What follows belongs to an exercise in optimizing a design on an open flow for small area, a short achievable clock period and few clock cycles per item; a production flow would make more cautious choices. RTL that was checked went through simulation tests only; none was proved equivalent to the original. For run 1, only the layout was checked, not whether the RTL still works.

### design/flow/flow/run.sh
#!/bin/bash
# Standard layout, with timing repair asked to leave SETUP_SLACK_MARGIN ns of
# setup slack at the design's clock (so it works towards a shorter period),
# and a clock tree of smaller buffers without dummy balancing loads.
# The synthesis is the standard one, unchanged. Each step's output goes to a log here.
set -euo pipefail
MARGIN=$(cat flow/margin.txt)
CTS="$(cat flow/cts_args.txt)"
bash standard.sh synth > synth.log 2>&1
bash standard.sh SETUP_SLACK_MARGIN="$MARGIN" CTS_ARGS="$CTS" finish > layout.log 2>&1
### design/flow/flow/cts_args.txt
-sink_clustering_enable -repair_clock_nets -dont_use_dummy_load -sink_clustering_size 24 -buf_list sky130_fd_sc_hd__clkbuf_8
### design/flow/flow/margin.txt
10.6
### design/flow/standard.sh
#!/bin/bash
# synth_recipe.tcl (not shown) runs the flow's synth.tcl, then flattens the netlist and writes it again
# the make line also repeats each setting of config.mk as NAME=value (left out here)
make -C /OpenROAD-flow-scripts/flow DESIGN_CONFIG=/design/flow/config.mk WORK_HOME=/design/flow/orfs CLKGATE_MAP_FILE= SYNTH_SCRIPT=/design/flow/synth_recipe.tcl "${@:-finish}"
### design/flow/config.mk
export PLATFORM = sky130hd
export DESIGN_NAME = ifft_core
export DESIGN_NICKNAME = ifft_core
export VERILOG_FILES = /design/flow/design.v
export SDC_FILE = /design/flow/constraint.sdc
export NUM_CORES = 4
export LEC_CHECK = 0
export CAP_MARGIN = 20
export CORE_MARGIN = 2
export CORE_UTILIZATION = 25
export PLACE_DENSITY = 0.45
export SLEW_MARGIN = 20
### design/flow/constraint.sdc
create_clock -name core_clock -period 15.0 [get_ports {clk}]
set_input_delay 3.0000 -clock core_clock [delete_from_list [all_inputs] [get_ports {clk}]]
set_output_delay 3.0000 -clock core_clock [all_outputs]
set_load 0.01 [all_outputs]
### design/flow/design.v
package ifft_pkg;
    localparam int DW = 8;
    localparam int TW = 8;
    function automatic logic [15:0] sx(input logic [7:0] v);
        sx = {{8{v[7]}}, v};
    endfunction
    function automatic logic [15:0] sx9(input logic [8:0] v);
        sx9 = {{7{v[8]}}, v};
    endfunction
    function automatic logic [15:0] rca(input logic [15:0] x, input logic [15:0] y, input logic ci);
        logic c;
        c = ci;
        for (int i = 0; i < 16; i++) begin
            rca[i] = x[i] ^ y[i] ^ c;
            c = (x[i] & y[i]) | (x[i] & c) | (y[i] & c);
        end
    endfunction
    function automatic logic [15:0] fadd(input logic [15:0] x, input logic [15:0] y, input logic ci);
        logic [16:0] t;
        t = {x, 1'b1} + {y, ci};
        fadd = t[16:1];
    endfunction
    function automatic logic [15:0] sum4(input logic [15:0] a, input logic [15:0] b,
                                         input logic [15:0] c, input logic [15:0] d,
                                         input logic i1, input logic i2, input logic i3);
        logic [15:0] s1, c1, s2, c2;
        s1 = a ^ b ^ c;
        c1 = {((a[14:0] & b[14:0]) | (a[14:0] & c[14:0]) | (b[14:0] & c[14:0])), i1};
        s2 = s1 ^ c1 ^ d;
        c2 = {((s1[14:0] & c1[14:0]) | (s1[14:0] & d[14:0]) | (c1[14:0] & d[14:0])), i2};
        sum4 = fadd(s2, c2, i3);
    endfunction
endpackage
module ifft_tw2a (
    input  logic [7:0] b_re,
    input  logic [7:0] b_im,
    input  logic       mul,
    output logic [9:0] va,
    output logic [9:0] vb
);
    logic [15:0] br, bi, d, s;
    always_comb begin
        br = ifft_pkg::sx(b_re);
        bi = ifft_pkg::sx(b_im);
        d  = ifft_pkg::fadd(br, ~bi, 1'b1);
        s  = ifft_pkg::fadd(br, bi, 1'b0);
        va = mul ? d[9:0] : br[9:0];
        vb = mul ? s[9:0] : bi[9:0];
    end
endmodule
module ifft_tw2b (
    input  logic [9:0] va,
    input  logic [9:0] vb,
    input  logic       half,
    input  logic       kq,
    input  logic       kr,
    output logic [8:0] u_re,
    output logic [8:0] u_im,
    output logic       neg,
    output logic       cz
);
    logic [15:0] a, b, x, y;
    logic [8:0]  v1, v2;
    logic        mul, sw;
    always_comb begin
        a  = {{6{va[9]}}, va};
        b  = {{6{vb[9]}}, vb};
        x  = ifft_pkg::sum4(a << 5, a << 3, a << 2, a, 1'b0, 1'b0, 1'b0);
        y  = ifft_pkg::sum4(b << 5, b << 3, b << 2, b, 1'b0, 1'b0, 1'b0);
        mul = half && kr;
        sw  = half && kq;
        v1  = mul ? x[14:6] : a[8:0];
        v2  = mul ? y[14:6] : b[8:0];
        u_re = sw ? v2 : v1;
        u_im = sw ? v1 : v2;
        neg  = sw;
        cz   = sw && mul && (y[5:0] != 6'd0);
    end
endmodule
module ifft_tw3a (
    input  logic [7:0] b_re,
    input  logic [7:0] b_im,
    output logic [8:0] r5,
    output logic [8:0] i5
);
    logic [15:0] br, bi, r, i;
    always_comb begin
        br = ifft_pkg::sx(b_re);
        bi = ifft_pkg::sx(b_im);
        r  = ifft_pkg::fadd(br << 2, br, 1'b0);
        i  = ifft_pkg::fadd(bi << 2, bi, 1'b0);
        r5 = r[10:2];
        i5 = i[10:2];
    end
endmodule
module ifft_tw3b (
    input  logic       [7:0] b_re,
    input  logic       [7:0] b_im,
    input  logic       [8:0] b5_re,
    input  logic       [8:0] b5_im,
    input  logic             half,
    input  logic       [2:0] k,
    output logic       [8:0] u_re,
    output logic       [8:0] u_im,
    output logic             neg,
    output logic             cz
);
    logic [15:0] br, bi, r5, i5, x, y, px, py;
    logic        pass, rot, mul, r1, r2, r3, sw;
    logic [15:0] x1, x2, x3, x4, y1, y2, y3, y4;
    always_comb begin
        br = ifft_pkg::sx(b_re);
        bi = ifft_pkg::sx(b_im);
        r5 = {{5{b5_re[8]}}, b5_re, b_re[1:0]};
        i5 = {{5{b5_im[8]}}, b5_im, b_im[1:0]};
        r1 = (k[1:0] == 2'd1);
        r2 = (k[1:0] == 2'd2);
        r3 = (k[1:0] == 2'd3);
        x1 = r2 ? (r5 << 3) : (br << 6);
        x2 = r2 ? r5 : ~r5;
        x3 = (r2 ? (i5 << 3) : (bi << 4)) ^ {16{!r3}};
        x4 = (r2 ? i5 : (bi << 3)) ^ {16{!r3}};
        x  = ifft_pkg::sum4(x1, x2, x3, x4, !r2, !r3, !r3);
        y1 = r2 ? (r5 << 3) : (br << 4);
        y2 = r2 ? r5 : (br << 3);
        y3 = (r2 ? (i5 << 3) : (bi << 6)) ^ {16{r3}};
        y4 = r1 ? ~i5 : i5;
        y  = ifft_pkg::sum4(y1, y2, y3, y4, 1'b0, r3, r1);
        sw = r3 ^ k[2];
        px = sw ? y : x;
        py = sw ? x : y;
        pass = !half || (k == 3'd0);
        rot  = half && (k == 3'd4);
        mul  = half && (k[1:0] != 2'd0);
        u_re = ({9{pass}} & br[8:0]) | ({9{rot}} & bi[8:0]) | ({9{mul}} & px[14:6]);
        u_im = ({9{pass}} & bi[8:0]) | ({9{rot}} & br[8:0]) | ({9{mul}} & py[14:6]);
        neg  = rot | (mul & k[2]);
        cz   = mul && k[2] && (px[5:0] != 6'd0);
    end
endmodule
module ifft_butterfly (
    input  logic [7:0] a_re,
    input  logic [7:0] a_im,
    input  logic [8:0] u_re,
    input  logic [8:0] u_im,
    input  logic       neg,
    input  logic       cz,
    output logic [7:0] y0_re,
    output logic [7:0] y0_im,
    output logic [7:0] y1_re,
    output logic [7:0] y1_im
);
    function automatic logic [7:0] sat9(input logic [8:0] v);
        if (v[8] != v[7]) sat9 = v[8] ? 8'h80 : 8'h7f;
        else              sat9 = v[7:0];
    endfunction
    logic [15:0] s_re, s_im, d_re, d_im;
    logic [7:0]  p_re, m_re;
    always_comb begin
        s_re  = ifft_pkg::fadd(ifft_pkg::sx(a_re), ifft_pkg::sx9(u_re), cz);
        d_re  = ifft_pkg::fadd(ifft_pkg::sx(a_re), ~(ifft_pkg::sx9(u_re)), !cz);
        s_im  = ifft_pkg::fadd(ifft_pkg::sx(a_im), ifft_pkg::sx9(u_im), 1'b0);
        d_im  = ifft_pkg::fadd(ifft_pkg::sx(a_im), ~(ifft_pkg::sx9(u_im)), 1'b1);
        p_re  = sat9(s_re[9:1]);
        m_re  = sat9(d_re[9:1]);
        y0_re = neg ? m_re : p_re;
        y1_re = neg ? p_re : m_re;
        y0_im = sat9(s_im[9:1]);
        y1_im = sat9(d_im[9:1]);
    end
endmodule
module ifft_core #(
    parameter int N     = 16,
    parameter int LOG2N = 4,
    parameter int DW    = 8,
    parameter int TW    = 8
) (
    input  logic          clk,
    input  logic          rst,
    input  logic          in_valid,
    output logic          in_ready,
    input  logic [DW-1:0] in_re,
    input  logic [DW-1:0] in_im,
    output logic          out_valid,
    input  logic          out_ready,
    output logic [DW-1:0] out_re,
    output logic [DW-1:0] out_im,
    output logic          out_last,
    output logic          busy
);
    localparam int C_X03  = 0;    
    localparam int C_S0   = 1;    
    localparam int C_X12  = 2;    
    localparam int C_S1   = 3;    
    localparam int C_K1   = 4;    
    localparam int C_MA2  = 5;    
    localparam int C_H2   = 6;    
    localparam int C_KQ2  = 7;    
    localparam int C_KR2  = 8;    
    localparam int C_S2   = 9;    
    localparam int C_H3   = 10;   
    localparam int C_K3   = 11;   
    localparam int C_S3   = 14;   
    localparam int C_OLST = 15;   
    localparam int C_OSEL = 16;   
    localparam int NC     = 17;
    function automatic logic [NC-1:0] ctl(input logic [3:0] n);
        logic [3:0] t0, m12, t1, t2a, t2m, t2, t3m, t3;
        t0  = n - 4'd7;
        m12 = n - 4'd9;
        t1  = n - 4'd11;
        t2a = n - 4'd14;
        t2m = n - 4'd15;
        t2  = n - 4'd16;
        t3m = n - 4'd22;
        t3  = n - 4'd23;
        ctl = '0;
        ctl[C_X03] = n[3] & ~n[0];
        ctl[C_S0]  = t0[0];
        ctl[C_X12] = m12[2] & ~m12[1];
        ctl[C_S1]  = t1[1];
        ctl[C_K1]  = t1[0];
        ctl[C_MA2] = t2a[2] & t2a[0];
        ctl[C_H2]  = t2m[2];
        ctl[C_KQ2] = t2m[1];
        ctl[C_KR2] = t2m[0];
        ctl[C_S2]  = t2[2];
        ctl[C_H3]  = t3m[3];
        ctl[C_K3 +: 3] = t3m[2:0];
        ctl[C_S3]  = t3[3];
        ctl[C_OLST] = (n == 4'd14);
        ctl[C_OSEL] = (n == 4'd0) || (n >= 4'd15);
    endfunction
    logic          adv_q, in_ready_q, busy_q;
    logic [3:0]    icnt_q, acnt_q;
    logic          ph_q, f0_q, f1_q, f2_q;
    logic          iv_q, hv_q, sv_q;
    logic [1:0]    nowed_q;
    logic [NC-1:0] c_q;
    logic          adv_d, in_ready_d, busy_d;
    logic [3:0]    icnt_d, acnt_d;
    logic          ph_d, f0_d, f1_d, f2_d;
    logic          iv_d, hv_d, sv_d;
    logic [1:0]    nowed_d;
    logic          accept, ir_take, out_real, ohs, wr, h_en, s_from_p;
    always_comb begin
        accept  = in_valid && in_ready_q;
        ohs     = hv_q && out_ready;
        ir_take = adv_q && ((icnt_q == 4'd0) ? iv_q : !ph_q);
        out_real = c_q[C_OSEL] ? f1_q : f2_q;
        wr       = adv_q && out_real;
        iv_d   = accept || (iv_q && !ir_take);
        icnt_d = icnt_q + 4'(adv_q);
        ph_d   = ph_q;
        f0_d   = f0_q;
        f1_d   = f1_q;
        f2_d   = f2_q;
        if (adv_q && (icnt_q == 4'd0)) begin
            ph_d = !iv_q;
            f0_d = iv_q;
            f1_d = f0_q;
            f2_d = f1_q;
        end
        h_en     = !hv_q || out_ready;
        s_from_p = !sv_q && wr && hv_q && !out_ready;
        sv_d     = sv_q ? !h_en : s_from_p;
        hv_d     = h_en ? (sv_q || wr) : 1'b1;
        acnt_d  = acnt_q + 4'(accept);
        nowed_d = nowed_q + 2'(accept && (acnt_q == 4'd15)) - 2'(ohs && out_last);
        busy_d  = (nowed_d != 2'd0);
        adv_d = !sv_d && ((icnt_d == 4'd0) ? (iv_d || f0_d || f1_d) : (ph_d || iv_d));
        in_ready_d = !iv_d || (!sv_d && ((icnt_d == 4'd0) || !ph_d));
    end
    always_ff @(posedge clk or negedge rst) begin
        if (!rst) begin
            adv_q      <= 1'b0;
            in_ready_q <= 1'b1;
            busy_q     <= 1'b0;
            icnt_q     <= '0;
            acnt_q     <= '0;
            ph_q       <= 1'b0;
            f0_q       <= 1'b0;
            f1_q       <= 1'b0;
            f2_q       <= 1'b0;
            iv_q       <= 1'b0;
            hv_q       <= 1'b0;
            sv_q       <= 1'b0;
            nowed_q    <= '0;
            c_q        <= ctl(4'd0);
        end else begin
            adv_q      <= adv_d;
            in_ready_q <= in_ready_d;
            busy_q     <= busy_d;
            icnt_q     <= icnt_d;
            acnt_q     <= acnt_d;
            ph_q       <= ph_d;
            f0_q       <= f0_d;
            f1_q       <= f1_d;
            f2_q       <= f2_d;
            iv_q       <= iv_d;
            hv_q       <= hv_d;
            sv_q       <= sv_d;
            nowed_q    <= nowed_d;
            if (adv_q) c_q <= ctl(icnt_q + 4'd1);
        end
    end
    logic [7:0] ir_re, ir_im;
    always_ff @(posedge clk) begin
        if (accept) begin
            ir_re <= in_re;
            ir_im <= in_im;
        end
    end
    logic [7:0] dx03_re [7];
    logic [7:0] dx03_im [7];
    logic [7:0] x03_re, x03_im;
    assign x03_re = c_q[C_X03] ? ir_re : dx03_re[6];
    assign x03_im = c_q[C_X03] ? ir_im : dx03_im[6];
    always_ff @(posedge clk) begin
        if (adv_q) begin
            dx03_re[0] <= c_q[C_X03] ? dx03_re[6] : ir_re;
            dx03_im[0] <= c_q[C_X03] ? dx03_im[6] : ir_im;
            for (int i = 1; i < 7; i++) begin
                dx03_re[i] <= dx03_re[i-1];
                dx03_im[i] <= dx03_im[i-1];
            end
        end
    end
    logic [7:0]  dl0_re, dl0_im, r0_re, r0_im;
    logic [15:0] s0_re, s0_im, d0_re, d0_im;
    always_comb begin
        s0_re = ifft_pkg::rca(ifft_pkg::sx(dl0_re), ifft_pkg::sx(x03_re), 1'b0);
        s0_im = ifft_pkg::rca(ifft_pkg::sx(dl0_im), ifft_pkg::sx(x03_im), 1'b0);
        d0_re = ifft_pkg::rca(ifft_pkg::sx(dl0_re), ~(ifft_pkg::sx(x03_re)), 1'b1);
        d0_im = ifft_pkg::rca(ifft_pkg::sx(dl0_im), ~(ifft_pkg::sx(x03_im)), 1'b1);
    end
    always_ff @(posedge clk) begin
        if (adv_q) begin
            if (c_q[C_S0]) begin
                r0_re  <= s0_re[8:1];
                r0_im  <= s0_im[8:1];
                dl0_re <= d0_re[8:1];
                dl0_im <= d0_im[8:1];
            end else begin
                r0_re  <= dl0_re;
                r0_im  <= dl0_im;
                dl0_re <= x03_re;
                dl0_im <= x03_im;
            end
        end
    end
    logic [7:0] dx12_re [2];
    logic [7:0] dx12_im [2];
    logic [7:0] x12_re, x12_im;
    assign x12_re = c_q[C_X12] ? r0_re : dx12_re[1];
    assign x12_im = c_q[C_X12] ? r0_im : dx12_im[1];
    always_ff @(posedge clk) begin
        if (adv_q) begin
            dx12_re[0] <= c_q[C_X12] ? dx12_re[1] : r0_re;
            dx12_im[0] <= c_q[C_X12] ? dx12_im[1] : r0_im;
            dx12_re[1] <= dx12_re[0];
            dx12_im[1] <= dx12_im[0];
        end
    end
    logic [7:0]  dl1_re [2];
    logic [7:0]  dl1_im [2];
    logic [7:0]  y1_re, y1_im, r1_re, r1_im;
    logic [15:0] s1_re, s1_im, d1_re, d1_im;
    always_comb begin
        y1_re = c_q[C_K1] ? x12_im : x12_re;
        y1_im = c_q[C_K1] ? x12_re : x12_im;
        s1_re = ifft_pkg::fadd(ifft_pkg::sx(dl1_re[1]), ifft_pkg::sx(y1_re), 1'b0);
        s1_im = ifft_pkg::fadd(ifft_pkg::sx(dl1_im[1]), ifft_pkg::sx(y1_im), 1'b0);
        d1_re = ifft_pkg::fadd(ifft_pkg::sx(dl1_re[1]), ~(ifft_pkg::sx(y1_re)), 1'b1);
        d1_im = ifft_pkg::fadd(ifft_pkg::sx(dl1_im[1]), ~(ifft_pkg::sx(y1_im)), 1'b1);
    end
    always_ff @(posedge clk) begin
        if (adv_q) begin
            dl1_re[1] <= dl1_re[0];
            dl1_im[1] <= dl1_im[0];
            if (c_q[C_S1]) begin
                r1_re     <= c_q[C_K1] ? d1_re[8:1] : s1_re[8:1];
                r1_im     <= s1_im[8:1];
                dl1_re[0] <= c_q[C_K1] ? s1_re[8:1] : d1_re[8:1];
                dl1_im[0] <= d1_im[8:1];
            end else begin
                r1_re     <= dl1_re[1];
                r1_im     <= dl1_im[1];
                dl1_re[0] <= x12_re;
                dl1_im[0] <= x12_im;
            end
        end
    end
    logic [9:0] v2a, v2b, n2a, n2b;
    ifft_tw2a u_tw2a (
        .b_re (r1_re),
        .b_im (r1_im),
        .mul  (c_q[C_MA2]),
        .va   (v2a),
        .vb   (v2b)
    );
    always_ff @(posedge clk) begin
        if (adv_q) begin
            n2a <= v2a;
            n2b <= v2b;
        end
    end
    logic [8:0] w2_re, w2_im, m2_re, m2_im;
    logic       w2_neg, w2_cz, m2_neg, m2_cz;
    ifft_tw2b u_tw2b (
        .va   (n2a),
        .vb   (n2b),
        .half (c_q[C_H2]),
        .kq   (c_q[C_KQ2]),
        .kr   (c_q[C_KR2]),
        .u_re (w2_re),
        .u_im (w2_im),
        .neg  (w2_neg),
        .cz   (w2_cz)
    );
    always_ff @(posedge clk) begin
        if (adv_q) begin
            m2_re  <= w2_re;
            m2_im  <= w2_im;
            m2_neg <= w2_neg;
            m2_cz  <= w2_cz;
        end
    end
    logic [7:0] dl2_re [4];
    logic [7:0] dl2_im [4];
    logic [7:0] a2_re, a2_im, b2_re, b2_im, r2_re, r2_im;
    ifft_butterfly u_bf2 (
        .a_re  (dl2_re[3]),
        .a_im  (dl2_im[3]),
        .u_re  (m2_re),
        .u_im  (m2_im),
        .neg   (m2_neg),
        .cz    (m2_cz),
        .y0_re (a2_re),
        .y0_im (a2_im),
        .y1_re (b2_re),
        .y1_im (b2_im)
    );
    always_ff @(posedge clk) begin
        if (adv_q) begin
            for (int i = 1; i < 4; i++) begin
                dl2_re[i] <= dl2_re[i-1];
                dl2_im[i] <= dl2_im[i-1];
            end
            if (c_q[C_S2]) begin
                r2_re     <= a2_re;
                r2_im     <= a2_im;
                dl2_re[0] <= b2_re;
                dl2_im[0] <= b2_im;
            end else begin
                r2_re     <= dl2_re[3];
                r2_im     <= dl2_im[3];
                dl2_re[0] <= m2_re[7:0];
                dl2_im[0] <= m2_im[7:0];
            end
        end
    end
    logic [8:0] v3_re5, v3_im5, n3_re5, n3_im5;
    logic [7:0] n3_re, n3_im;
    ifft_tw3a u_tw3a (
        .b_re (r2_re),
        .b_im (r2_im),
        .r5   (v3_re5),
        .i5   (v3_im5)
    );
    always_ff @(posedge clk) begin
        if (adv_q) begin
            n3_re  <= r2_re;
            n3_im  <= r2_im;
            n3_re5 <= v3_re5;
            n3_im5 <= v3_im5;
        end
    end
    logic [8:0] w3_re, w3_im, m3_re, m3_im;
    logic       w3_neg, w3_cz, m3_neg, m3_cz;
    ifft_tw3b u_tw3b (
        .b_re  (n3_re),
        .b_im  (n3_im),
        .b5_re (n3_re5),
        .b5_im (n3_im5),
        .half  (c_q[C_H3]),
        .k     (c_q[C_K3 +: 3]),
        .u_re  (w3_re),
        .u_im  (w3_im),
        .neg   (w3_neg),
        .cz    (w3_cz)
    );
    always_ff @(posedge clk) begin
        if (adv_q) begin
            m3_re  <= w3_re;
            m3_im  <= w3_im;
            m3_neg <= w3_neg;
            m3_cz  <= w3_cz;
        end
    end
    logic [7:0] dl3_re [8];
    logic [7:0] dl3_im [8];
    logic [7:0] a3_re, a3_im, b3_re, b3_im, o3_re, o3_im;
    ifft_butterfly u_bf3 (
        .a_re  (dl3_re[7]),
        .a_im  (dl3_im[7]),
        .u_re  (m3_re),
        .u_im  (m3_im),
        .neg   (m3_neg),
        .cz    (m3_cz),
        .y0_re (a3_re),
        .y0_im (a3_im),
        .y1_re (b3_re),
        .y1_im (b3_im)
    );
    assign o3_re = c_q[C_S3] ? a3_re : dl3_re[7];
    assign o3_im = c_q[C_S3] ? a3_im : dl3_im[7];
    always_ff @(posedge clk) begin
        if (adv_q) begin
            for (int i = 1; i < 8; i++) begin
                dl3_re[i] <= dl3_re[i-1];
                dl3_im[i] <= dl3_im[i-1];
            end
            dl3_re[0] <= c_q[C_S3] ? b3_re : m3_re[7:0];
            dl3_im[0] <= c_q[C_S3] ? b3_im : m3_im[7:0];
        end
    end
    logic [7:0] h_re, h_im, s_re, s_im;
    logic       h_last, s_last;
    always_ff @(posedge clk) begin
        if (h_en) begin
            h_re   <= sv_q ? s_re : o3_re;
            h_im   <= sv_q ? s_im : o3_im;
            h_last <= sv_q ? s_last : c_q[C_OLST];
        end
        if (s_from_p) begin
            s_re   <= o3_re;
            s_im   <= o3_im;
            s_last <= c_q[C_OLST];
        end
    end
    assign in_ready  = in_ready_q;
    assign busy      = busy_q;
    assign out_valid = hv_q;
    assign out_last  = h_last;
    assign out_re    = h_re;
    assign out_im    = h_im;
endmodule
==> results of run 1 <==
==> cell usage after synthesis, drive strengths merged, types with 18 or more instances <==
master / number / area share [%]
nor2b: 48 / 0.87
a21o: 21 / 0.46
mux2i: 52 / 1.5
a21oi: 226 / 3.3
dfrtp: 28 / 2.0
edfxtp: 573 / 50
o221ai: 29 / 0.74
xnor2: 125 / 3.2
nand3: 18 / 0.26
nor3: 40 / 0.58
a211oi: 21 / 0.49
o21bai: 35 / 0.76
clkbuf: 88 / 0.96
fa: 116 / 6.7
nand2: 144 / 1.6
nor2: 181 / 2.0
o21ai: 166 / 2.4
ha: 216 / 7.9
inv: 280 / 3.1
a31oi: 22 / 0.40
nand2b: 25 / 0.45
mux2: 84 / 2.7
a22oi: 27 / 0.59
xor2: 41 / 1.0
==> flip-flops by register name, summed over array words and instances (netlist names), 9 cells and up <==
name     flops
dl2_re      32
c_q         14
m3_re        9
m3_im        9
m2_re        9
dx12_im     16
n2b          9
n2a         10
dl2_im      32
dl3_im      64
dx03_im     56
dl1_im      16
dl1_re      16
dl3_re      64
dx12_re     16
dx03_re     56
m2_im        9
==> cell type report <==
cell class              instances  area, µm²
fillers                     14020      97670
flip-flops and latches        607      18080
multi-input cells            1866      15420
well taps                    1794       2245
clock buffers                 109       1500
inverters                     281       1066
repair buffers                106      982.2
diodes                          6      15.01
repair inverters                1      5.005
==> per-layer routing <==
layer | global-route usage [%] | vias up | share of wire (%) | wire, µm
met5 | 0 | - | 0 | 0
met4 | 3.720 | 0 | 2.7 | 2123
met3 | 2.123 | 126 | 3.7 | 2879
met2 | 17.65 | 332 | 46 | 36150
met1 | 14.75 | 10370 | 47 | 36680
li1 | - | 10490 | - | -
==> critical path, stage by stage, from the launching register on <==
cell and delay, ns:
dfstp_4 0.68, inv_8 0.07, nor2_4 0.15, buf_6 0.12, nor2b_2 0.04, a21oi_2 0.16, fa_1 0.45, fa_1 0.51
inv_2 0.05, ha_4 0.23, a21o_1 0.18, or3_1 0.30, or3_4 0.34, a31o_4 0.24, a21oi_4 0.15, buf_6 0.13
xor2_4 0.17, o221ai_2 0.11
==> kinds of logic (layout without fill, tap and decap cells) <==
group,after synthesis,in the layout,synth area share [%]
AOI/OAI and AO/OA,683,683,12.66
DFF,607,607,52.51
and+or+nand+nor,542,545,7.405
buffers and inverters,379,497,4.146
adders and majority gates,334,334,14.66
xor gates and xnor gates,166,166,4.226
muxes,138,138,4.393
other,0,6,0
==> per-stage QoR <==
step	std cells	util, %
floorplan	2849	-
global placement	4600	26.92
detailed placement	4600	26.92
CTS	4751	28.45
global route	4769	28.70
finish	4770	28.70
==> what timing repair did <==
| action | 4_1_cts | 5_1_grt |
|---|---|---|
| hold buffers | 0 | 0 |
| endpoints found under the setup margin | 51 | 29 |
| cloned | 5 | 1 |
| buffers inserted | 37 | 12 |
| pin swaps | 18 | 12 |
| gates resized for setup | 134 | 51 |
| hold endpoints to repair | 0 | 0 |
==> worst max-delay path by stage <==
| stage | from | to | slack [ns] |
|---|---|---|---|
| finish | c_q[12]$_DFFE_PN1P_ | m3_re[6]$_DFFE_PP_ | 10.55 |
| global route | c_q[12]$_DFFE_PN1P_ | m3_re[6]$_DFFE_PP_ | 10.37 |
| CTS | in_ready_q$_DFF_PN1_ | in_ready | 10.47 |
| detailed placement | c_q[12]$_DFFE_PN1P_ | m3_im[8]$_DFFE_PP_ | 9.40 |
| global placement | c_q[12]$_DFFE_PN1P_ | m3_re[8]$_DFFE_PP_ | 9.50 |
| floorplan | adv_q$_DFF_PN0_ | adv_q$_DFF_PN0_ | 9.66 |
==> impl_metrics.tcl, run 1 <==
set metrics [dict create \
    outcome "no timing/DRC/antenna violations" \
    clk_path_buf_depth 3 \
    synth-main-ff-cell "edfxtp_1" \
    area_growth_pct 14.26 \
    drive_gt1_share_pct 13.87 \
    place.gp.congestion 0.8318 \
    grt_max_degree 130 \
    clock_latency_ns 0.83 \
    gr-total-overflow 0 \
    relSlewSlack_pct 34.82 \
    timing.rr.end "m3_re[6]$_DFFE_PP_" \
    antenna_found_initial 3 \
    critical_path_required_ns 15.43 \
    fin_skew_ns 0.1142 \
    io_pins 40 \
    drtPass1Iterations 7 \
    yosysSeqAreaShare_pct 52.51 \
    syn-cell-area_mm2 0.03440 \
    drt-total-wl_mm 77.83 \
    arrival_ns 4.87 \
    yosysUniqueCellTypes 86 \
    coreArea_mm2 0.1370 \
    chipWidth_um 375.0 \
    endpoint_kind "flip-flop" \
    setup_violations 0 \
    remaining_drc_errors 0 \
    cts_max_level 3 \
    final_cell_mix "edfxtp_1, inv_1, a21oi_1, ha_1, nor2_1" \
    hold_violations 0 \
    globalRouteTotalUtil_pct 10.98 \
    dieArea_mm2 0.1406 \
    fin_nets 3324 \
    synth_fp_nets 3201 \
    r2r_start "c_q[12]$_DFFE_PN1P_" \
    cts_buffers 109 \
    async_reset_ff_share_pct 5.601 \
    path_max_fanout 7 \
    fmax_mhz 225.0 \
    ys_ff_latch 607 \
    fin_ws_ns 10.55 \
    syn_inst 2849 \
    crit_type "reg2reg" \
    hp-start "dl3_re[0][4]$_DFFE_PP_" \
    final_common_cell "edfxtp_1" \
    rsz0062_at_grt "yes" \
    reg2reg_slack_ns 10.55 \
    worst_pin_slew_ns 0.9674 \
    cp-start-kind "flip-flop" \
    whs_path_depth 0 \
    synth_edf_count 573 \
    post-place-ws_ns 9.398 \
    fin_crit_sh_pct 29.63 \
    grt_pass1_vias 21300 \
    r2r_cells 17 \
    cts_tree "built" \
    syn_avg_cell_area_um2 12.08 \
    fin_area_mm2 0.03931 \
    num_vias 21320 \
    hold_slack_ns 0.3976 \
    initialDrtViolationCount 1284 \
    grt_pass1_wl_mm 122.6 \
    setup_tns_ns 0 \
    num_rows 136 \
    drv_slew 0 \
    hpwl_mm 53.64 \
    dieHeight_um 375.0 \
    hold_path_class "reg2reg" \
    wl_per_cell_um 16.32 \
    timing.final.crit_period_ns 4.445 \
    placed_cell_area_mm2 0.03688 \
    clock_sinks 607 \
    root_buffer "clkbuf_8" \
    drv_cap 0 \
    min_to "dl3_re[1][4]$_DFFE_PP_" \
    path_clk_slew_ns 0.06 \
    via_per_inst 4.470 \
    port_buffers 39 \
    floorplan.initialDensity_pct 25.12 \
    antenna_left 0 \
    synth_warnings 29 \
]
==> run 2, diff against run 1 <==
--- a/design/flow/design.v
+++ b/design/flow/design.v
@@ -60,7 +60,6 @@
     output logic       cz
 );
     logic [15:0] a, b, x, y;
-    logic [8:0]  v1, v2;
     logic        mul, sw;
     always_comb begin
         a  = {{6{va[9]}}, va};
@@ -69,10 +68,10 @@
         y  = ifft_pkg::sum4(b << 5, b << 3, b << 2, b, 1'b0, 1'b0, 1'b0);
         mul = half && kr;
         sw  = half && kq;
-        v1  = mul ? x[14:6] : a[8:0];
-        v2  = mul ? y[14:6] : b[8:0];
-        u_re = sw ? v2 : v1;
-        u_im = sw ? v1 : v2;
+        u_re = ({9{!sw && !mul}} & a[8:0]) | ({9{!sw && mul}} & x[14:6])
+             | ({9{sw && !mul}} & b[8:0])  | ({9{sw && mul}} & y[14:6]);
+        u_im = ({9{!sw && !mul}} & b[8:0]) | ({9{!sw && mul}} & y[14:6])
+             | ({9{sw && !mul}} & a[8:0])  | ({9{sw && mul}} & x[14:6]);
         neg  = sw;
         cz   = sw && mul && (y[5:0] != 6'd0);
     end
@@ -105,7 +104,7 @@
     output logic             neg,
     output logic             cz
 );
-    logic [15:0] br, bi, r5, i5, x, y, px, py;
+    logic [15:0] br, bi, r5, i5, x, y;
     logic        pass, rot, mul, r1, r2, r3, sw;
     logic [15:0] x1, x2, x3, x4, y1, y2, y3, y4;
     always_comb begin
@@ -127,15 +126,15 @@
         y4 = r1 ? ~i5 : i5;
         y  = ifft_pkg::sum4(y1, y2, y3, y4, 1'b0, r3, r1);
         sw = r3 ^ k[2];
-        px = sw ? y : x;
-        py = sw ? x : y;
         pass = !half || (k == 3'd0);
         rot  = half && (k == 3'd4);
         mul  = half && (k[1:0] != 2'd0);
-        u_re = ({9{pass}} & br[8:0]) | ({9{rot}} & bi[8:0]) | ({9{mul}} & px[14:6]);
-        u_im = ({9{pass}} & bi[8:0]) | ({9{rot}} & br[8:0]) | ({9{mul}} & py[14:6]);
+        u_re = ({9{pass}} & br[8:0]) | ({9{rot}} & bi[8:0])
+             | ({9{mul && !sw}} & x[14:6]) | ({9{mul && sw}} & y[14:6]);
+        u_im = ({9{pass}} & bi[8:0]) | ({9{rot}} & br[8:0])
+             | ({9{mul && !sw}} & y[14:6]) | ({9{mul && sw}} & x[14:6]);
         neg  = rot | (mul & k[2]);
-        cz   = mul && k[2] && (px[5:0] != 6'd0);
+        cz   = mul && k[2] && ((sw ? y[5:0] : x[5:0]) != 6'd0);
     end
 endmodule
 module ifft_butterfly (
--- a/design/flow/config.mk
+++ b/design/flow/config.mk
@@ -7,6 +7,6 @@
 export LEC_CHECK = 0
 export CAP_MARGIN = 20
 export CORE_MARGIN = 2
-export CORE_UTILIZATION = 25
-export PLACE_DENSITY = 0.45
+export CORE_UTILIZATION = 50
+export PLACE_DENSITY = 0.7
 export SLEW_MARGIN = 20
==> run 2 against run 1 <==
  * Still clean
  * Sequential cell count stayed put
  * Worst hold slack worse by 0.031 ns
  * Critical endpoint is now m3_im[7]$_DFFE_PP_
==> impl_metrics.tcl, run 2 <==
set metrics [dict create \
    cts_buffers 101 \
    synth-main-ff-cell "edfxtp_1" \
    syn_inst 2814 \
    area_growth_pct 10.05 \
    async_reset_ff_share_pct 5.601 \
    rsz0062_at_grt "yes" \
    cpPeakStageDelay_ns 0.63 \
    crit_type "reg2reg" \
    synth.top_cell.area_share_pct 50.44 \
    final.fill_count 5529 \
    synth_fp_nets 3166 \
    arrival_ns 4.88 \
    grt_pass1_vias 21430 \
    hold_violations 0 \
    syn-cell-area_mm2 0.03412 \
    setup_tns_ns 0 \
    antenna_found_initial 1 \
    drt-total-wl_mm 69.98 \
    yosys.area.top_type "edfxtp_1" \
    port_buffers 39 \
    endpoint_kind "flip-flop" \
    place.gp.congestion 0.8699 \
    postCtsHoldBufs 0 \
    floorplan.initialDensity_pct 50.62 \
    io_pins 40 \
    grt_max_degree 206 \
    worst_pin_slew_ns 1.177 \
    grt_pass1_wl_mm 112.8 \
    path_clk_slew_ns 0.06 \
    yosysUniqueCellTypes 79 \
    coreArea_mm2 0.06740 \
    cts_tree "built" \
    path_common_cell "fa_1" \
    numPlacedInstances 3644 \
    clock_sinks 607 \
    syn_avg_cell_area_um2 12.12 \
    outcome "no timing/DRC/antenna violations" \
    num_rows 95 \
    root_buffer "clkbuf_8" \
    ys_ff_latch 607 \
    gr-total-overflow 0 \
    synth_common_cells "edfxtp_1, inv_1, ha_1, nor2_1, a21oi_1" \
    stdcell_count 3774 \
    antenna_left 0 \
    synth_edf_count 573 \
    finalCoreUtilization_pct 55.70 \
    crit_path_top_delay_cell "dfstp_4" \
    fin_skew_ns 0.1063 \
    drtPass1Iterations 6 \
    crit_buf_inv 1 \
    fin_crit_sh_pct 30.24 \
    cp_cell_sequence "nor2b_4, buf_6, nor2b_2, a21o_1, fa_1, fa_1, ha_4, and2_4, a221o_1, o21ai_2, a21oi_2, o211ai_1, nand3b_1, a221oi_2, xor2_1, o221ai_1" \
    fin_nets 3252 \
    wl_per_cell_um 18.54 \
    chipWidth_um 265.2 \
    drv_slew 0 \
    clock_latency_ns 0.74 \
    clk_path_buf_depth 3 \
    critical_path_required_ns 15.34 \
    drive_gt1_share_pct 12.25 \
    drv_cap 0 \
    initialDrtViolationCount 1614 \
    relSlewSlack_pct 21.56 \
    timing.final.crit_period_ns 4.536 \
    dieArea_mm2 0.07034 \
    critPathTopFamily "compound AO/OA/AOI/OAI gates" \
    synth_warnings 29 \
    synth_area_leaders "edfxtp_1, ha_1, fa_1, mux2_2, xnor2_1" \
    hpwl_mm 48.81 \
    setup_violations 0 \
    dieHeight_um 265.2 \
    final_cell_mix "edfxtp_1, inv_1, ha_1, nor2_1, a21oi_1" \
    largestRegisters "dl3_im (64), dl3_re (64)" \
    remaining_drc_errors 0 \
    num_vias 21320 \
    cp-start-kind "flip-flop" \
    final_common_cell "edfxtp_1" \
    via_per_inst 5.648 \
    synth.most_common_cell "edfxtp_1" \
    reg2reg_slack_ns 10.46 \
    path_max_fanout 6 \
    yosysSeqAreaShare_pct 52.95 \
    fmax_mhz 220.5 \
    hold_path_class "reg2reg" \
    cts_max_level 3 \
    globalRouteTotalUtil_pct 20.00 \
]
==> run 2: cell families after synthesis <==
group | after synthesis | share of synthesized area [%]
AOI/OAI and AO/OA | 657 | 12.31
DFF | 607 | 52.95
and+or+nand+nor | 544 | 7.254
buffers and inverters | 374 | 4.163
adders and majority gates | 334 | 14.77
xor gates and xnor gates | 167 | 4.287
muxes | 131 | 4.265
==> run 2: per-layer routing <==
metal  GRT usage (%)  vias up  part of all wire (%)
li1                -    10250                     -
met2           34.36      450                    50
met4           6.306        0                   2.4
met3           2.638      123                   3.6
met5               0        -                     0
met1           26.44    10500                    44
==> run 2: layout make-up <==
| class | instances | area, µm² | area share, % |
|---|---|---|---|
| Timing Repair Buffer | 85 | 854.6 | 2.276 |
| Tap cell | 873 | 1092 | 2.910 |
| Clock buffer | 101 | 1390 | 3.703 |
| Multi-Input combinational cell | 1833 | 15100 | 40.22 |
| Sequential cell | 607 | 18080 | 48.16 |
| Inverter | 272 | 1021 | 2.720 |
| Antenna cell | 3 | 7.507 | 0.02000 |
==> run 2: worst paths after layout <==
path,startpoint,endpoint,cells after the start
max,c_q[12]$_DFFE_PN1P_,m3_im[7]$_DFFE_PP_,16
min,dl2_re[1][6]$_DFFE_PP_,dl2_re[2][6]$_DFFE_PP_,0
max reg2reg,c_q[12]$_DFFE_PN1P_,m3_im[7]$_DFFE_PP_,16
min reg2reg,dl2_re[1][6]$_DFFE_PP_,dl2_re[2][6]$_DFFE_PP_,0
max in group asynchronous,rst,c_q[0]$_DFFE_PN0P_,1
min in group asynchronous,rst,acnt_q[2]$_DFF_PN0_,1
==> run 2: per-stage QoR <==
stage               setup WS [ns]  cell area [µm²]  hold slack [ns]
floorplan                   9.738            34330           0.4003
global placement            9.429            35490           0.4013
detailed placement          9.350            35490           0.4045
CTS                         10.49            37310           0.3594
global route                10.27            37540           0.3902
finish                      10.46            37540           0.3662
==> run 2: repair_timing <==
action                     4_1_cts  5_1_grt
pin swaps                       26       23
gates resized for setup         74       41
cloned                           2        0
setup endpoints to repair       47       18
setup buffers                   18        6
==> run 2: worst register-to-register path: stages, from the launching register on <==
cell and delay (ns):
dfstp_4 0.63, nor2b_4 0.18, buf_6 0.15, nor2b_2 0.05, a21o_1 0.18, fa_1 0.47
fa_1 0.56, ha_4 0.21, and2_4 0.17, a221o_1 0.31, o21ai_2 0.16, a21oi_2 0.09
o211ai_1 0.20, nand3b_1 0.15, a221oi_2 0.32, xor2_1 0.27, o221ai_1 0.15
Testbench counts of run 2, summed over its fixed seeds: cycles 4,360, frames 256.
==> run 3, diff against run 2 <==
==> design/flow/flow/margin.txt (replaced) <==
10.8
--- a/design/flow/config.mk
+++ b/design/flow/config.mk
@@ -7,6 +7,6 @@
 export LEC_CHECK = 0
 export CAP_MARGIN = 20
 export CORE_MARGIN = 2
-export CORE_UTILIZATION = 50
-export PLACE_DENSITY = 0.7
+export CORE_UTILIZATION = 25
+export PLACE_DENSITY = 0.45
 export SLEW_MARGIN = 20
==> run 3 against run 2 <==
  * Register-to-register slack better by 0.02 ns
  * Worst hold slack worse by 0.0074 ns
  * Via count is 2.5% lower
  * Sequential share of layout area is 1.3 points lower
  * Critical path depth stayed put
  * Die area is 98% higher
  * Highest routed layer unchanged
==> impl_metrics.tcl, run 3 <==
set metrics [dict create \
    outcome "no timing/DRC/antenna violations" \
    final.fill_count 13940 \
    fin_nets 3254 \
    chipWidth_um 373.4 \
    ys_ff_latch 607 \
    timing.final.crit_period_ns 4.517 \
    critical_path_required_ns 15.39 \
    drtPass1Iterations 5 \
    numPlacedInstances 4555 \
    syn_inst 2814 \
    drive_gt1_share_pct 13.14 \
    hold_violations 0 \
    path_clk_slew_ns 0.06 \
    drv_cap 0 \
    synth_warnings 29 \
    synth-main-ff-cell "edfxtp_1" \
    clock_sinks 607 \
    antenna_left 0 \
    endpoint_kind "flip-flop" \
    area_growth_pct 13.22 \
    yosysUniqueCellTypes 79 \
    grt_pass1_vias 20970 \
    floorplan.initialDensity_pct 25.18 \
    coreArea_mm2 0.1355 \
    crit_type "reg2reg" \
    grt_pass1_wl_mm 120.1 \
    grt_max_degree 87 \
    clk_path_buf_depth 3 \
    synth.most_common_cell "edfxtp_1" \
    cts_tree "built" \
    via_per_inst 4.437 \
    postCtsHoldBufs 0 \
    initialDrtViolationCount 1192 \
    worst_pin_slew_ns 0.8859 \
    stdcell_count 4685 \
    largestRegisters "dl3_im (64), dl3_re (64)" \
    fin_crit_sh_pct 30.12 \
    syn_avg_cell_area_um2 12.12 \
    root_buffer "clkbuf_8" \
    final_cell_mix "edfxtp_1, inv_1, ha_1, nor2_1, a21oi_1" \
    yosysSeqAreaShare_pct 52.95 \
    num_vias 20790 \
    wl_per_cell_um 16.08 \
    cpPeakStageDelay_ns 0.52 \
    synth_common_cells "edfxtp_1, inv_1, ha_1, nor2_1, a21oi_1" \
    relSlewSlack_pct 40.94 \
    fin_skew_ns 0.09745 \
    final_common_cell "edfxtp_1" \
    hold_path_class "reg2reg" \
    num_rows 135 \
    hpwl_mm 52.20 \
    cp-start-kind "flip-flop" \
    crit_buf_inv 2 \
    syn-cell-area_mm2 0.03412 \
    synth_edf_count 573 \
    synth_fp_nets 3166 \
    rsz0062_at_grt "yes" \
    place.gp.congestion 0.8119 \
    async_reset_ff_share_pct 5.601 \
    post-place-ws_ns 9.701 \
    yosys.area.top_type "edfxtp_1" \
    drt-total-wl_mm 75.35 \
    cp_cell_sequence "buf_12, nor2b_4, buf_12, xnor2_1, fa_1, fa_1, ha_4, or3_1, o221a_2, a21o_1, a21oi_2, o21bai_1, a21o_1, a21oi_2, mux2i_1, o221ai_1" \
    cts_buffers 104 \
    critPathTopFamily "compound AO/OA/AOI/OAI gates" \
    remaining_drc_errors 0 \
    antenna_found_initial 2 \
    globalRouteTotalUtil_pct 10.80 \
    drv_slew 0 \
    fin_ws_ns 10.48 \
    io_pins 40 \
    port_buffers 39 \
    crit_path_top_delay_cell "fa_1" \
    gr-total-overflow 0 \
    fmax_mhz 221.4 \
    dieHeight_um 373.4 \
    arrival_ns 4.91 \
    cts_max_level 3 \
    setup_violations 0 \
    synth_area_leaders "edfxtp_1, ha_1, fa_1, mux2_2, xnor2_1" \
    clock_latency_ns 0.77 \
    synth.top_cell.area_share_pct 50.44 \
    path_max_fanout 22 \
    dieArea_mm2 0.1394 \
    setup_tns_ns 0 \
]
## run 3: worst register-to-register path, stage by stage, from the launching register on
cell and delay (ns):
dfrtp_2 0.42, buf_12 0.16, nor2b_4 0.19, buf_12 0.16
xnor2_1 0.16, fa_1 0.47, fa_1 0.52, ha_4 0.22
or3_1 0.36, o221a_2 0.28, a21o_1 0.19, a21oi_2 0.18
o21bai_1 0.09, a21o_1 0.22, a21oi_2 0.16, mux2i_1 0.24
o221ai_1 0.15
## run 3: worst paths after layout
kind	from	slack [ns]	end	depth (start not counted)
hold / removal	dl3_re[4][2]$_DFFE_PP_	0.36	dl3_re[5][2]$_DFFE_PP_	0
setup reg to reg	c_q[11]$_DFFE_PN0P_	10.48	m3_re[7]$_DFFE_PP_	16
setup / recovery	c_q[11]$_DFFE_PN0P_	10.48	m3_re[7]$_DFFE_PP_	16
max in group asynchronous	rst	11.93	adv_q$_DFF_PN0_	1
min in group asynchronous	rst	2.35	icnt_q[0]$_DFF_PN0_	1
hold reg to reg	dl3_re[4][2]$_DFFE_PP_	0.36	dl3_re[5][2]$_DFFE_PP_	0
## run 3: cell families (layout without fill, tap and decap cells)
group	count (synthesis)	in the layout	share of synthesized area, %
and+or+nand+nor	544	544	7.254
adders and majority gates	334	334	14.77
AOI/OAI and AO/OA	657	657	12.31
DFF	607	607	52.95
xor gates and xnor gates	167	167	4.287
muxes	131	131	4.265
buffers and inverters	374	460	4.163
other	0	4	0
## run 3: layer usage
metal,vias to the layer above,global-route usage (%),wire (µm)
li1,10240,-,-
met1,10140,14.73,36320
met2,296,17.20,34870
met3,105,2.311,2567
met4,0,3.063,1596
met5,-,0,0
## run 3: per-stage QoR
stage          hold WS, ns  util, %  cell area (µm²)
2_1_floorplan       0.4003        -            34410
3_3_place_gp        0.4004    27.10            36710
3_5_place_dp        0.4045    27.10            36710
4_1_cts             0.3334    28.36            38420
5_1_grt             0.3531    28.51            38630
6_report            0.3588    28.51            38630
## run 3: repair_timing
item	in CTS	in global routing
pin swaps	12	19
endpoints found under the hold margin	0	0
setup endpoints to repair	192	181
gates resized for setup	121	24
cloned	4	0
setup buffers	9	9
## run 3: final cells by class
class / instances / area (µm²) / area share, %
diodes: 4 / 10.01 / 0.02591
clock buffers: 104 / 1431 / 3.706
inverters: 272 / 1025 / 2.653
multi-input cells: 1833 / 15000 / 38.84
flip-flops and latches: 607 / 18080 / 46.81
well taps: 1781 / 2228 / 5.769
repair buffers: 84 / 845.8 / 2.190
==> run 4, diff against run 3 <==
==> design/flow/flow/margin.txt (replaced) <==
10.6
==> run 4 against run 3 <==
  * Sequential cell count stayed put
  * Global-route usage about the same
  * Utilization increased by 0.22 points
  * Critical endpoint is now in_ready
  * Area after synthesis unchanged
  * First-iteration DRC count shrank 7.9%
  * Critical path depth decreased by 15
  * Synthesized cell count unchanged
  * Routed wire length about the same
==> impl_metrics.tcl, run 4 <==
set metrics [dict create \
    fin_crit_sh_pct 29.86 \
    coreArea_mm2 0.1355 \
    antenna_found_initial 2 \
    num_rows 135 \
    root_buffer "clkbuf_8" \
    hold_path_class "reg2reg" \
    synth_fp_nets 3166 \
    hold_violations 0 \
    rsz0062_at_grt "yes" \
    crit_type "reg2out" \
    synth_top_family_by_area "adder cells" \
    fmax_mhz 223.3 \
    fin_nets 3275 \
    synth_common_cells "edfxtp_1, inv_1, ha_1, nor2_1, a21oi_1" \
    wl_per_cell_um 16.00 \
    synth_edf_count 573 \
    critical_path_required_ns 12.00 \
    endpoint_kind "output port" \
    final_cell_mix "edfxtp_1, inv_1, ha_1, nor2_1, a21oi_1" \
    synth_warnings 29 \
    drt-total-wl_mm 75.30 \
    num_vias 20940 \
    cts_buffers 106 \
    synth.top_cell.area_share_pct 50.44 \
    hp-start "dl3_im[3][0]$_DFFE_PP_" \
    chipWidth_um 373.4 \
    cts_max_level 3 \
    remaining_drc_errors 0 \
    postCtsHoldBufs 0 \
    r2r_start "c_q[12]$_DFFE_PN1P_" \
    grt_pass1_vias 21310 \
    port_buffers 39 \
    clock_sinks 607 \
    clock_latency_ns 0.79 \
    hold_slack_ns 0.3562 \
    antenna_left 0 \
    synth-main-ff-cell "edfxtp_1" \
    drv_slew 0 \
    timing.rr.end "m3_re[7]$_DFFE_PP_" \
    synth_area_leaders "edfxtp_1, ha_1, fa_1, mux2_2, xnor2_1" \
    synthAdderAreaFrac_pct 14.77 \
    yosys.area.top_type "edfxtp_1" \
    critPathTopFamily "flip-flops" \
    cp-start-kind "flip-flop" \
    synth_xor_area_share_pct 4.287 \
    dieArea_mm2 0.1394 \
    relSlewSlack_pct 18.68 \
    crit_buf_inv 1 \
    arrival_ns 1.48 \
    path_max_fanout 2 \
    floorplan.initialDensity_pct 25.18 \
    final_common_cell "edfxtp_1" \
    min_to "dl3_im[4][0]$_DFFE_PP_" \
    cts_tree "built" \
    yosysUniqueCellTypes 79 \
    crit_path_top_delay_cell "dfstp_2" \
    path_clk_slew_ns 0.06 \
    synthMuxAreaShare_pct 4.265 \
    clk_path_buf_depth 3 \
    r2r_cells 16 \
    cpPeakStageDelay_ns 0.60 \
    outcome "no timing/DRC/antenna violations" \
    async_reset_ff_share_pct 5.601 \
    syn_inst 2814 \
    grt_max_degree 196 \
    initialDrtViolationCount 1098 \
    dieHeight_um 373.4 \
    worst_pin_slew_ns 1.220 \
    via_per_inst 4.449 \
    drive_gt1_share_pct 14.04 \
    whs_path_depth 0 \
    synth_compound_area_share_pct 12.31 \
    yosysSeqAreaShare_pct 52.95 \
    place.gp.congestion 0.8234 \
    hpwl_mm 52.18 \
    reg2reg_slack_ns 10.61 \
    ys_ff_latch 607 \
    setup_violations 0 \
    setup_tns_ns 0 \
    synth.most_common_cell "edfxtp_1" \
    gr-total-overflow 0 \
    area_growth_pct 14.09 \
    io_pins 40 \
    globalRouteTotalUtil_pct 10.82 \
    drv_cap 0 \
    syn_avg_cell_area_um2 12.12 \
    syn-cell-area_mm2 0.03412 \
    timing.final.crit_period_ns 4.478 \
    drtPass1Iterations 6 \
    synthSimpleGateAreaFrac_pct 7.254 \
    largestRegisters "dl3_im (64), dl3_re (64)" \
    fin_skew_ns 0.1145 \
    grt_pass1_wl_mm 120.8 \
    final.fill_count 13930 \
    cp_cell_sequence "buf_6" \
]
## run 4: cell counts after synthesis
No cell type changed its count.
## run 4: stage by stage
step	util (%)	instances	setup slack, ns	instance area [µm²]
floorplan	-	2814	9.738	34330
global placement	27.04	4552	9.734	36640
detailed placement	27.04	4552	9.736	36640
CTS	28.53	4686	10.40	38650
global route	28.73	4706	10.39	38920
finish	28.73	4706	10.52	38920
## run 4: worst max path at each step
stage / startpoint / endpoint / slack, ns / cells past startpoint
5_1_grt: c_q[12]$_DFFE_PN1P_ / m3_im[7]$_DFFE_PP_ / 10.39 / 16
2_1_floorplan: adv_q$_DFF_PN0_ / s_im[0]$_DFFE_PP_ / 9.74 / 4
3_3_place_gp: out_ready / s_im[5]$_DFFE_PP_ / 9.73 / 3
6_report: in_ready_q$_DFF_PN1_ / in_ready / 10.52 / 1
3_5_place_dp: out_ready / s_im[5]$_DFFE_PP_ / 9.74 / 3
4_1_cts: in_ready_q$_DFF_PN1_ / in_ready / 10.40 / 1
## run 4: metal layers
layer  GRT usage (%)  vias up  routed length [µm]
met2           17.24      344               34460
li1                -    10290                   -
met3           2.334      114                3310
met5               0        -                   0
met4           3.292        0                1676
met1           14.67    10190               35860
## run 4: area by class of cell
class                           count  area, µm²  share of cell area (%)
Sequential cell                   607      18080                   46.44
Multi-Input combinational cell   1833      15130                   38.88
Tap cell                         1781       2228                   5.725
Clock buffer                      106       1459                   3.748
Inverter                          272       1021                   2.623
Timing Repair Buffer              103      994.7                   2.556
Antenna cell                        4      10.01                 0.02572
## run 4: repair_timing
action,CTS,global route
buffers inserted,23,16
setup endpoints to repair,59,23
gates resized for setup,136,37
cloned,5,0
pin swaps,37,27
## run 4: logic make-up (layout without fill, tap and decap cells)
logic type / Yosys count / count (layout)
adders and majority gates: 334 / 334
other: 0 / 4
muxes: 131 / 131
buffers and inverters: 374 / 481
xor gates and xnor gates: 167 / 167
and+or+nand+nor: 544 / 544
AOI/OAI and AO/OA: 657 / 657
DFF: 607 / 607
==> run 5, diff against run 4 <==
--- a/design/flow/config.mk
+++ b/design/flow/config.mk
@@ -8,5 +8,6 @@
 export CAP_MARGIN = 20
 export CORE_MARGIN = 2
 export CORE_UTILIZATION = 25
+export GPL_TIMING_DRIVEN = 1
 export PLACE_DENSITY = 0.45
 export SLEW_MARGIN = 20
==> run 5 against run 4 <==
  * Register-to-register slack hardly changed
  * Clock skew stayed put
  * Global-route usage unchanged
  * Sequential share of layout area is the same
  * Maximum frequency unchanged
  * Via count is the same
==> impl_metrics.tcl, run 5 <==
set metrics [dict create \
    fin_crit_sh_pct 29.86 \
    relSlewSlack_pct 18.68 \
    clock_sinks 607 \
    clk_path_buf_depth 3 \
    synth.top_cell.area_share_pct 50.44 \
    synth_fp_nets 3166 \
    crit_buf_inv 1 \
    rsz0062_at_grt "yes" \
    cts_buffers 106 \
    grt_pass1_wl_mm 120.8 \
    placed_cell_area_mm2 0.03664 \
    setup_tns_ns 0 \
    path_max_fanout 2 \
    yosys.area.top_type "edfxtp_1" \
    grt_max_degree 196 \
    hold_path_class "reg2reg" \
    antenna_found_initial 2 \
    final_common_cell "edfxtp_1" \
    cp_cell_sequence "buf_6" \
    r2r_cells 16 \
    fmax_mhz 223.3 \
    drtPass1Iterations 6 \
    min_to "dl3_im[4][0]$_DFFE_PP_" \
    final_cell_mix "edfxtp_1, inv_1, ha_1, nor2_1, a21oi_1" \
    gr-total-overflow 0 \
    cpPeakStageDelay_ns 0.60 \
    whs_path_depth 0 \
    seqCellArea_mm2 0.01808 \
    clock_latency_ns 0.79 \
    largestRegisters "dl3_im (64), dl3_re (64)" \
    fin_area_mm2 0.03892 \
    grt_pass1_vias 21310 \
    remaining_drc_errors 0 \
    async_reset_ff_share_pct 5.601 \
    path_clk_slew_ns 0.06 \
    syn-cell-area_mm2 0.03412 \
    drive_gt1_share_pct 14.04 \
    multi_input_area_mm2 0.01513 \
    synth_area_leaders "edfxtp_1, ha_1, fa_1, mux2_2, xnor2_1" \
    area_growth_pct 14.09 \
    crit_type "reg2out" \
    synth_common_cells "edfxtp_1, inv_1, ha_1, nor2_1, a21oi_1" \
    outcome "no timing/DRC/antenna violations" \
    synth.most_common_cell "edfxtp_1" \
    fin_skew_ns 0.1145 \
    wl_per_cell_um 16.00 \
    num_vias 20940 \
    drv_cap 0 \
    cts_max_level 3 \
    initialDrtViolationCount 1098 \
    endpoint_kind "output port" \
    drv_slew 0 \
    reg2reg_slack_ns 10.61 \
    yosysUniqueCellTypes 79 \
    root_buffer "clkbuf_8" \
    r2r_start "c_q[12]$_DFFE_PN1P_" \
    antenna_left 0 \
    syn_avg_cell_area_um2 12.12 \
    setup_violations 0 \
    worst_pin_slew_ns 1.220 \
    ys_ff_latch 607 \
    synth-main-ff-cell "edfxtp_1" \
    port_buffers 39 \
    synth_warnings 29 \
    dieHeight_um 373.4 \
    fin_nets 3275 \
    dieArea_mm2 0.1394 \
    cp-start-kind "flip-flop" \
    critPathTopFamily "flip-flops" \
    hp-start "dl3_im[3][0]$_DFFE_PP_" \
    critical_path_required_ns 12.00 \
    io_pins 40 \
    synth_edf_count 573 \
    floorplan.initialDensity_pct 25.18 \
    coreArea_mm2 0.1355 \
    via_per_inst 4.449 \
    place.gp.congestion 0.8234 \
    drt-total-wl_mm 75.30 \
    postCtsHoldBufs 0 \
    chipWidth_um 373.4 \
    num_rows 135 \
    yosysSeqAreaShare_pct 52.95 \
    final.fill_count 13930 \
    syn_inst 2814 \
    cts_tree "built" \
    timing.rr.end "m3_re[7]$_DFFE_PP_" \
    timing.final.crit_period_ns 4.478 \
    globalRouteTotalUtil_pct 10.82 \
    hpwl_mm 52.18 \
    crit_path_top_delay_cell "dfstp_2" \
    hold_violations 0 \
    arrival_ns 1.48 \
]
-- run 5: cell counts after synthesis --
Identical to the previous run, type by type.
-- run 5: worst max-delay path by stage --
stage                          from            endpoint  depth (start not counted)
2_1_floorplan       adv_q$_DFF_PN0_   s_im[0]$_DFFE_PP_                          4
3_3_place_gp              out_ready   s_im[5]$_DFFE_PP_                          3
3_5_place_dp              out_ready   s_im[5]$_DFFE_PP_                          3
4_1_cts        in_ready_q$_DFF_PN1_            in_ready                          1
5_1_grt         c_q[12]$_DFFE_PN1P_  m3_im[7]$_DFFE_PP_                         16
6_report       in_ready_q$_DFF_PN1_            in_ready                          1
-- run 5: final cells by class --
cell class / count / area share, %
Inverter: 272 / 2.623
Tap cell: 1781 / 5.725
Sequential cell: 607 / 46.44
Antenna cell: 4 / 0.02572
Multi-Input combinational cell: 1833 / 38.88
Timing Repair Buffer: 103 / 2.556
Clock buffer: 106 / 3.748
-- run 5: worst register-to-register path, delay by kind of cell (launching register included) --
family	cells	cell delay, ns
AO/OA/AOI/OAI	7	1.34
buffers and inverters	1	0.15
AND/OR/NAND/NOR	4	0.55
adder cells (fa/ha/maj)	3	1.24
XOR/XNOR	1	0.24
flip-flops	1	0.55
-- run 5: routing by layer --
layer  vias to the layer above  part of all wire (%)  global-route usage, %
li1                      10290                     -                      -
met1                     10190                    48                  14.67
met2                       344                    46                  17.24
met3                       114                   4.4                  2.334
met4                         0                   2.2                  3.292
met5                         -                     0                      0
-- run 5: cells by family (layout without fill, tap and decap cells) --
logic type                 count (synthesis)  count (layout)  synth area share, %
xor gates and xnor gates                 167             167                4.287
other                                      0               4                    0
DFF                                      607             607                52.95
muxes                                    131             131                4.265
buffers and inverters                    374             481                4.163
AOI/OAI and AO/OA                        657             657                12.31
and+or+nand+nor                          544             544                7.254
adders and majority gates                334             334                14.77
-- run 5: through the flow --
stage | worst slack, ns | util [%] | instances | hold slack [ns]
after floorplan | 9.738 | - | 2814 | 0.4003
after global placement | 9.734 | 27.04 | 4552 | 0.4002
after detailed placement | 9.736 | 27.04 | 4552 | 0.4045
after CTS | 10.40 | 28.53 | 4686 | 0.3526
after global routing | 10.39 | 28.73 | 4706 | 0.3766
final | 10.52 | 28.73 | 4706 | 0.3562
-- run 5: timing repair --
item,in CTS,in global routing
buffers inserted,23,16
pin swaps,37,27
gates resized for setup,136,37
setup endpoints to repair,59,23
cloned,5,0
==> run 6, diff against run 5 <==
==> design/flow/flow/margin.txt (replaced) <==
10.55
--- a/design/flow/config.mk
+++ b/design/flow/config.mk
@@ -8,6 +8,5 @@
 export CAP_MARGIN = 20
 export CORE_MARGIN = 2
 export CORE_UTILIZATION = 25
-export GPL_TIMING_DRIVEN = 1
 export PLACE_DENSITY = 0.45
 export SLEW_MARGIN = 20
==> run 6 against run 5 <==
  * Synthesized cell count did not move
  * Via count is 0.35% higher
  * Final cell count is essentially flat
  * Utilization rose by 0.080 points
  * Critical endpoint is now m3_im[7]$_DFFE_PP_
  * Worst hold slack better by 0.013 ns
  * Sequential cell count did not move
  * Critical path depth up 16
  * Still clean
  * First-iteration DRC count is 2.6% lower
==> impl_metrics.tcl, run 6 <==
set metrics [dict create \
    outcome "no timing/DRC/antenna violations" \
    drtPass1Iterations 6 \
    antenna_left 0 \
    endpoint_kind "flip-flop" \
    seqCellArea_mm2 0.01808 \
    cp-start-kind "flip-flop" \
    grt_pass1_wl_mm 118.7 \
    synthAdderAreaFrac_pct 14.77 \
    hold_path_class "reg2reg" \
    synth.top_cell.area_share_pct 50.44 \
    dieHeight_um 373.4 \
    floorplan.initialDensity_pct 25.18 \
    hpwl_mm 51.80 \
    synth_warnings 29 \
    clock_latency_ns 0.79 \
    wl_per_cell_um 15.92 \
    syn-cell-area_mm2 0.03412 \
    syn_avg_cell_area_um2 12.12 \
    synth_common_cells "edfxtp_1, inv_1, ha_1, nor2_1, a21oi_1" \
    setup_tns_ns 0 \
    clk_path_buf_depth 3 \
    synth.most_common_cell "edfxtp_1" \
    num_vias 21010 \
    hold_violations 0 \
    multi_input_area_mm2 0.01516 \
    timing.final.crit_period_ns 4.562 \
    remaining_drc_errors 0 \
    largestRegisters "dl3_im (64), dl3_re (64)" \
    setup_violations 0 \
    initialDrtViolationCount 1069 \
    finalCoreUtilization_pct 28.81 \
    fmax_mhz 219.2 \
    ys_ff_latch 607 \
    final_common_cell "edfxtp_1" \
    async_reset_ff_share_pct 5.601 \
    crit_type "reg2reg" \
    critical_path_required_ns 15.37 \
    area_growth_pct 14.41 \
    drt-total-wl_mm 74.97 \
    globalRouteTotalUtil_pct 10.64 \
    chipWidth_um 373.4 \
    drive_gt1_share_pct 13.65 \
    postCtsHoldBufs 0 \
    rsz0062_at_grt "yes" \
    grt_max_degree 190 \
    yosysSeqAreaShare_pct 52.95 \
    worst_pin_slew_ns 1.015 \
    dieArea_mm2 0.1394 \
    relSlewSlack_pct 32.31 \
    synth_compound_area_share_pct 12.31 \
    synth_fp_nets 3166 \
    synthSimpleGateAreaFrac_pct 7.254 \
    path_max_fanout 6 \
    coreArea_mm2 0.1355 \
    syn_inst 2814 \
    final_cell_mix "edfxtp_1, inv_1, ha_1, nor2_1, a21oi_1" \
    cpPeakStageDelay_ns 0.56 \
    synth-main-ff-cell "edfxtp_1" \
    fin_nets 3278 \
    drv_cap 0 \
    cts_tree "built" \
    synth_xor_area_share_pct 4.287 \
    cp_cell_sequence "nor2b_4, buf_12, buf_8, a21oi_2, fa_1, fa_1, inv_1, ha_4, and2_4, a221o_1, o21ai_2, a21oi_2, o211ai_1, nand3b_1, a221oi_2, xor2_1, o221ai_1" \
    cts_max_level 3 \
    via_per_inst 4.461 \
    synth_area_leaders "edfxtp_1, ha_1, fa_1, mux2_2, xnor2_1" \
    drv_slew 0 \
    port_buffers 39 \
    synth_top_family_by_area "adder cells" \
    yosys.area.top_type "edfxtp_1" \
    synthMuxAreaShare_pct 4.265 \
    arrival_ns 4.93 \
    path_clk_slew_ns 0.07 \
    synth_edf_count 573 \
    root_buffer "clkbuf_8" \
    clock_sinks 607 \
    fin_crit_sh_pct 30.42 \
    place.gp.congestion 0.8276 \
    yosysUniqueCellTypes 79 \
    num_rows 135 \
    antenna_found_initial 3 \
    final.fill_count 13920 \
    grt_pass1_vias 21200 \
    crit_path_top_delay_cell "dfstp_2" \
    cts_buffers 105 \
    fin_skew_ns 0.1235 \
    gr-total-overflow 0 \
    io_pins 40 \
]
-- run 6: critical path, delay by kind of cell, from the launching register on --
kind | cells | cell delay, ns
buffers and inverters | 3 | 0.30
adder cells (fa/ha/maj) | 3 | 1.25
XOR/XNOR | 1 | 0.26
AND/OR/NAND/NOR | 3 | 0.49
flip-flops | 1 | 0.56
AO/OA/AOI/OAI | 7 | 1.27
-- run 6: metal layers --
layer	vias to the layer above	share of wire, %	GRT usage [%]
li1	10320	-	-
met1	10230	47	14.18
met2	331	46	17.24
met3	139	4.0	2.219
met4	0	2.6	3.407
met5	-	0	0
-- run 6: logic make-up after synthesis --
| family | after synthesis |
|---|---|
| AO/OA/AOI/OAI | 657 |
| flip-flops | 607 |
| multiplexers | 131 |
| AND/OR/NAND/NOR | 544 |
| adder cells (fa/ha/maj) | 334 |
| buffers and inverters | 374 |
| XOR/XNOR | 167 |
-- run 6: cell type report --
type | instances | share of cell area (%)
inverter | 272 | 2.616
tap | 1781 | 5.709
clock buffer | 105 | 3.702
timing repair buffer | 107 | 2.789
sequential | 607 | 46.31
antenna | 5 | 0.03206
multi-input combinational | 1833 | 38.84
-- run 6: timing repair --
item	in CTS	in global routing
buffers inserted	24	18
pin swaps	39	24
cloned	3	1
resized for setup	115	42
endpoints found under the setup margin	60	32
-- run 6: path summary, 6_finish.rpt --
check	from	end	slack [ns]	cells after the start
min in group asynchronous	rst	acnt_q[2]$_DFF_PN0_	2.35	1
worst max-delay path	c_q[12]$_DFFE_PN1P_	m3_im[7]$_DFFE_PP_	10.44	17
max in group asynchronous	rst	c_q[11]$_DFFE_PN0P_	11.95	1
worst max register to register	c_q[12]$_DFFE_PN1P_	m3_im[7]$_DFFE_PP_	10.44	17
worst min-delay path	dl3_re[4][4]$_DFFE_PP_	dl3_re[5][4]$_DFFE_PP_	0.37	0
worst min register to register	dl3_re[4][4]$_DFFE_PP_	dl3_re[5][4]$_DFFE_PP_	0.37	0
-- run 6: metrics by stage --
stage	std cells	cell area [µm²]	hold WS [ns]	setup slack [ns]
finish	4710	39030	0.3693	10.44
global route	4708	39030	0.3850	10.22
CTS	4685	38620	0.3717	10.33
detailed placement	4553	36630	0.4045	9.694
global placement	4553	36630	0.4008	9.740
floorplan	2814	34300	0.4003	9.738

afterwards: timing with drivers on the ports:
How much do the figures lean on ideal ports? The routed layouts below were timed once more, with nothing changed but the port constraints.
Step 1 sets driving cells, clkbuf_16 on the clock port and buf_2 on the other inputs (assumed; they add their load-dependent delay and slew).
Step 2 adds t to the input delays and takes it off the output delays; t is the mean of the earliest and latest rising clock arrival at the registers after step 1. Input paths then give back, and output paths get back, about the clock's delay inside the block.
Slacks: no drivers / after step 1 / after step 2; pairs: no drivers / after step 1.
| run | t, ns | slack for setup (ns) | latest minus earliest clock arrival (ns) |
|---|---|---|---|
| run 1 | 0.827 | 10.555 / 10.539 / 9.935 | 0.139 / 0.138 |
| run 2 | 0.726 | 10.464 / 10.464 / 9.982 | 0.142 / 0.141 |
| run 3 | 0.801 | 10.483 / 10.483 / 10.182 | 0.126 / 0.125 |
| run 4 | 0.811 | 10.522 / 10.457 / 9.879 | 0.164 / 0.163 |
| run 5 | 0.811 | 10.522 / 10.457 / 9.879 | 0.164 / 0.163 |
| run 6 | 0.809 | 10.438 / 10.372 / 9.982 | 0.155 / 0.155 |
After both steps every run listed still meets setup and hold.
